Background: an optimization exercise with open tools, aiming at small area. Do not read the settings as production practice. The RTL was checked by simulation tests, not by an equivalence proof against the original design. Power figures rest on the tool's default switching activity, not on a simulated workload.

## red
// clk_div_multi
module clk_div_multi #(
    parameter int          N_CH        = 4,
    parameter int          CH_W        = 2,
    parameter int          CNT_W       = 32,
    parameter int unsigned DEFAULT_DIV = 100000000
) (
    input  logic             clk,
    input  logic             rst,
    input  logic             sync,
    input  logic             wr_en,
    input  logic [CH_W-1:0]  wr_ch,
    input  logic [CNT_W-1:0] wr_div,
    output logic [N_CH-1:0]  clkout,
    output logic [N_CH-1:0]  tick,
    output logic [N_CH-1:0]  pending
);
For scale: roughly 400 flip-flops, ~17000 um^2 of cells after synthesis.
==> module clk_div_multi, before the edit <==
module clk_div_multi #(
    parameter int          N_CH        = 4,
    parameter int          CH_W        = 2,
    parameter int          CNT_W       = 32,
    parameter int unsigned DEFAULT_DIV = 100000000
) (
    input  logic             clk,
    input  logic             rst,
    input  logic             sync,
    input  logic             wr_en,
    input  logic [CH_W-1:0]  wr_ch,
    input  logic [CNT_W-1:0] wr_div,
    output logic [N_CH-1:0]  clkout,
    output logic [N_CH-1:0]  tick,
    output logic [N_CH-1:0]  pending
);
    localparam int               HW      = CNT_W - 1;
    localparam logic [CNT_W-1:0] DEF_DIV = CNT_W'(DEFAULT_DIV);
    localparam logic             DEF_HZ  = (DEF_DIV[CNT_W-1:1] == '0);
    localparam logic [HW-1:0]    CNT_RST = DEF_DIV[CNT_W-1:1] - HW'(!DEF_DIV[0]);
    localparam logic [HW-1:0]    CNT_RST1 = CNT_RST - HW'(CNT_RST != '0);
    logic force_load;
    assign force_load = sync;
    logic fresh;
    always_ff @(posedge clk or posedge rst) begin
        if (rst) fresh <= 1'b1;
        else     fresh <= 1'b0;
    end
    logic             wr_hz;
    logic [CNT_W-1:0] wd;
    logic             wd_hz;
    assign wr_hz = (wr_div[CNT_W-1:1] == '0);
    assign wd    = fresh ? DEF_DIV : wr_div;
    assign wd_hz = fresh ? DEF_HZ : wr_hz;
    for (genvar i = 0; i < N_CH; i++) begin : g_ch
        logic [CNT_W-1:0] reg_a;
        logic [CNT_W-1:0] reg_b;
        logic             a_hz;
        logic             b_hz;
        logic [HW-1:0]    cnt_q;
        logic             ptr_q;
        logic             shd_q;
        logic             ph_q;
        logic             wr_hit;
        logic             d_hz, d_0, s_0;
        logic             d_zero, d_one;
        logic             cnt_z;
        logic             tick_c;
        logic             load;
        logic             ldv;
        logic             sw;
        logic             s_sel;
        logic             use_a, use_b, use_c;
        logic [HW-1:0]    mval;
        logic             bin;
        logic [HW-1:0]    cnt_n;
        logic [HW:0]      brw;
        logic             ptr_n;
        logic             shd_n;
        logic             ph_n;
        logic             wr_a, wr_b;
        always_comb begin
            wr_hit = wr_en && (wr_ch == CH_W'(i));
            d_hz   = ptr_q ? b_hz : a_hz;
            d_0    = ptr_q ? reg_b[0] : reg_a[0];
            d_zero = d_hz && !d_0;
            d_one  = d_hz && d_0;
            cnt_z  = (cnt_q == '0);
            tick_c = cnt_z && (ph_q || d_one) && !fresh;
            load   = tick_c || d_zero || force_load;
            ldv    = load && !fresh;
            sw     = cnt_z && !ph_q;
            s_sel  = ptr_q ^ shd_q;
            s_0    = s_sel ? reg_b[0] : reg_a[0];
            use_a  = ldv ? !s_sel : (sw && !ptr_q && !fresh);
            use_b  = ldv ?  s_sel : (sw &&  ptr_q && !fresh);
            use_c  = !ldv && !sw && !fresh;
            mval   = ({HW{use_a}} & reg_a[CNT_W-1:1]) |
                     ({HW{use_b}} & reg_b[CNT_W-1:1]) |
                     ({HW{use_c}} & cnt_q);
            bin    = !(ldv && s_0) && !fresh;
            brw[0] = bin;
            for (int k = 0; k < HW; k++) begin
                cnt_n[k]   = mval[k] ^ brw[k];
                brw[k+1]   = brw[k] & !mval[k];
            end
            cnt_n = cnt_n | ({HW{fresh}} & (force_load ? CNT_RST : CNT_RST1));
            ph_n   = !load && (ph_q || cnt_z) && !fresh;
            ptr_n  = ptr_q ^ (load && shd_q);
            shd_n  = wr_hit || (shd_q && !load);
            wr_a   = wr_hit &&  ptr_n;
            wr_b   = wr_hit && !ptr_n;
        end
        always_ff @(posedge clk or posedge rst) begin
            if (rst) begin
                ptr_q <= 1'b0;
                shd_q <= 1'b0;
                ph_q  <= 1'b0;
            end else begin
                ptr_q <= ptr_n;
                shd_q <= shd_n;
                ph_q  <= ph_n;
            end
        end
        always_ff @(posedge clk) begin
            cnt_q <= cnt_n;
            if (wr_a || fresh) begin
                reg_a <= wd;
                a_hz  <= wd_hz;
            end
            if (wr_b) begin
                reg_b <= wr_div;
                b_hz  <= wr_hz;
            end
        end
        assign clkout[i]  = ph_q;
        assign tick[i]    = tick_c;
        assign pending[i] = shd_q && (reg_a != reg_b);
    end
endmodule
export LEC_CHECK = 0
export CAP_MARGIN = 20
export CORE_MARGIN = 2
export CORE_UTILIZATION = 40
export SLEW_MARGIN = 20
create_clock -name core_clock -period 10.0 [get_ports {clk}]
standard.sh (not shown) runs the stock make flow with config.mk's settings and CLKGATE_MAP_FILE= SYNTH_SCRIPT=/design/flow/synth_recipe.tcl, a recipe that flattens the netlist after the stock synthesis.
==> flow/flow/run.sh <==
#!/bin/bash
# Own layout flow: the standard ORFS flow (standard.sh) with these changes.
#  1. Synthesis runs the standard flow's synthesis script (synth_recipe.tcl) unchanged, but with an
#     area-oriented ABC mapping script (flow/abc_area.script) and without Yosys's
#     half/full-adder extraction (ADDER_MAP_FILE empty), so ABC maps the counters'
#     ripple chains itself. Registers are untouched by either change.
#  2. CTS uses clkbuf_8 clock buffers, sink clusters of up to 16 flip-flops, and no
#     dummy loads.
#  3. Ports are buffered with buf_1.
# Every other step is standard.sh's, with the design's settings. Each make run's full
# output goes to its own log here; ORFS's per-step logs are under orfs/logs/.
set -euo pipefail
HERE=$(pwd)

# Synthesis scripts: ORFS's, with the ABC script replaced.
rm -rf "$HERE/synth_scripts"
cp -r "$FLOW_HOME/scripts" "$HERE/synth_scripts"
cp "$HERE/flow/abc_area.script" "$HERE/synth_scripts/abc_speed.script"

bash standard.sh SCRIPTS_DIR="$HERE/synth_scripts" ADDER_MAP_FILE= synth > "$HERE/synth.log" 2>&1

bash standard.sh \
  "CTS_ARGS=-sink_clustering_enable -repair_clock_nets -dont_use_dummy_load -buf_list sky130_fd_sc_hd__clkbuf_8 -sink_clustering_size 16 -sink_clustering_max_diameter 60" \
  "BUFFER_PORTS_ARGS=-buffer_cell sky130_fd_sc_hd__buf_1" \
  finish > "$HERE/layout.log" 2>&1
==> flow/flow/abc_area.script <==
&get -n
&st
&dch
&nf -R 1000 -p
&put
What blue does differently from red at the input level:
==> flow/design.v <==
module clk_div_multi #(
    parameter int          N_CH        = 4,
    parameter int          CH_W        = 2,
    parameter int          CNT_W       = 32,
    parameter int unsigned DEFAULT_DIV = 100000000
) (
    input  logic             clk,
    input  logic             rst,
    input  logic             sync,
    input  logic             wr_en,
    input  logic [CH_W-1:0]  wr_ch,
    input  logic [CNT_W-1:0] wr_div,
    output logic [N_CH-1:0]  clkout,
    output logic [N_CH-1:0]  tick,
    output logic [N_CH-1:0]  pending
);
    localparam int               HW      = CNT_W - 1;
    localparam logic [CNT_W-1:0] DEF_DIV = CNT_W'(DEFAULT_DIV);
    localparam logic [HW-1:0]    CNT_RST  = DEF_DIV[CNT_W-1:1];
    localparam logic [HW-1:0]    CNT_RST1 = CNT_RST - 1'b1;
    logic force_load;
    assign force_load = sync;
    logic fresh;
    always_ff @(posedge clk or posedge rst) begin
        if (rst) fresh <= 1'b1;
        else     fresh <= 1'b0;
    end
    logic [CNT_W-1:0] wd;
    assign wd    = fresh ? DEF_DIV : wr_div;
    for (genvar i = 0; i < N_CH; i++) begin : g_ch
        logic [CNT_W-1:0] reg_a;
        logic [CNT_W-1:0] reg_b;
        logic             first_q;
        logic [HW-1:0]    cnt_nq;
        logic [HW-1:0]    cnt_q;
        logic             ptr_q;
        logic             shd_q;
        logic             ph_q;
        logic             wr_hit;
        logic             d_hz, d_0;
        logic             d_zero, d_one;
        logic             cnt_hz;
        logic             p_end;
        logic [HW-1:0]    dec;
        logic             tick_c;
        logic             load;
        logic             ldv;
        logic             sw;
        logic             s_sel;
        logic             use_a, use_b, use_c;
        logic [HW-1:0]    cnt_n;
        logic [HW:0]      brw;
        logic             ptr_n;
        logic             shd_n;
        logic             ph_n;
        logic             wr_a, wr_b;
        always_comb begin
            cnt_q  = ~cnt_nq;
            wr_hit = wr_en && (wr_ch == CH_W'(i));
            d_hz   = first_q && (cnt_q == '0);
            d_0    = ptr_q ? reg_b[0] : reg_a[0];
            d_zero = d_hz && !d_0;
            d_one  = d_hz && d_0;
            cnt_hz = (cnt_q[HW-1:1] == '0);
            p_end  = cnt_hz && (cnt_q[0] ^ (!ph_q && d_0));
            tick_c = p_end && (ph_q || d_one) && !fresh;
            load   = tick_c || d_zero || force_load;
            ldv    = load && !fresh;
            sw     = p_end && !ph_q;
            s_sel  = ptr_q ^ shd_q;
            use_a  = ldv ? !s_sel : (sw && !ptr_q && !fresh);
            use_b  = ldv ?  s_sel : (sw &&  ptr_q && !fresh);
            use_c  = !ldv && !sw && !fresh;
            brw[0] = 1'b1;
            for (int k = 0; k < HW; k++) begin
                dec[k]     = cnt_q[k] ^ brw[k];
                brw[k+1]   = brw[k] & !cnt_q[k];
            end
            cnt_n  = ({HW{use_a}} & reg_a[CNT_W-1:1]) |
                     ({HW{use_b}} & reg_b[CNT_W-1:1]) |
                     ({HW{use_c}} & dec) |
                     ({HW{fresh}} & (force_load ? CNT_RST : CNT_RST1));
            ph_n   = !load && (ph_q || p_end) && !fresh;
            ptr_n  = ptr_q ^ (load && shd_q);
            shd_n  = wr_hit || (shd_q && !load);
            wr_a   = wr_hit &&  ptr_n;
            wr_b   = wr_hit && !ptr_n;
        end
        always_ff @(posedge clk or posedge rst) begin
            if (rst) begin
                ptr_q <= 1'b0;
                shd_q <= 1'b0;
                ph_q  <= 1'b0;
            end else begin
                ptr_q <= ptr_n;
                shd_q <= shd_n;
                ph_q  <= ph_n;
            end
        end
        always_ff @(posedge clk) begin
            cnt_nq <= ~cnt_n;
            first_q <= load;
            if (wr_a || fresh) begin
                reg_a <= wd;
            end
            if (wr_b) begin
                reg_b <= wr_div;
            end
        end
        assign clkout[i]  = ph_q;
        assign tick[i]    = tick_c;
        assign pending[i] = shd_q && (reg_a != reg_b);
    end
endmodule
--- outcome ---
The logic gate share of total power of blue is lower than that of red. Run comparison: blue start point of the critical path g_ch[0].cnt_nq[13]$_DFF_P_; red start point of the critical path sync. blue vs red, multi-input combinational cell area went down by 360 um^2. blue vs red — vertical extent of the die dropped about 1.5%. Per the comparison of blue with red, worst setup slack saw an increase; final routed wirelength across all metal layers saw an increase. blue against red: synthesized cell count fell by 45; combinational-cell power consumption dropped 57%.

## afterwards: timing with drivers on the ports
In the flow no input, the clock included, has a driving cell. The finished layouts below were timed again as built, in two steps. Step 1 assumes that a clkbuf_16 drives the clock port and a buf_2 every other input. Step 2 also shifts input and output timing later by t, the mid clock arrival at the registers, as if the neighbouring blocks saw the same clock. Slacks: ideal / step 1 / step 2; pairs: ideal / step 1.
run | t, ns | setup slack, ns | worst setup path after step 2 | clock arrival spread, ns | slew at the worst register clock pin (ns)
red | 0.597 | 1.532 / 1.562 / 0.964 | input to register | 0.062 / 0.063 | 0.10 / 0.10
blue | 0.662 | 4.746 / 4.697 / 4.793 | input to register | 0.060 / 0.060 | 0.11 / 0.11
After both steps setup and hold are still met in every run listed. For red, which loses most, drivers alone change the setup slack by +0.030 ns; drivers and shift together by -0.568 ns.
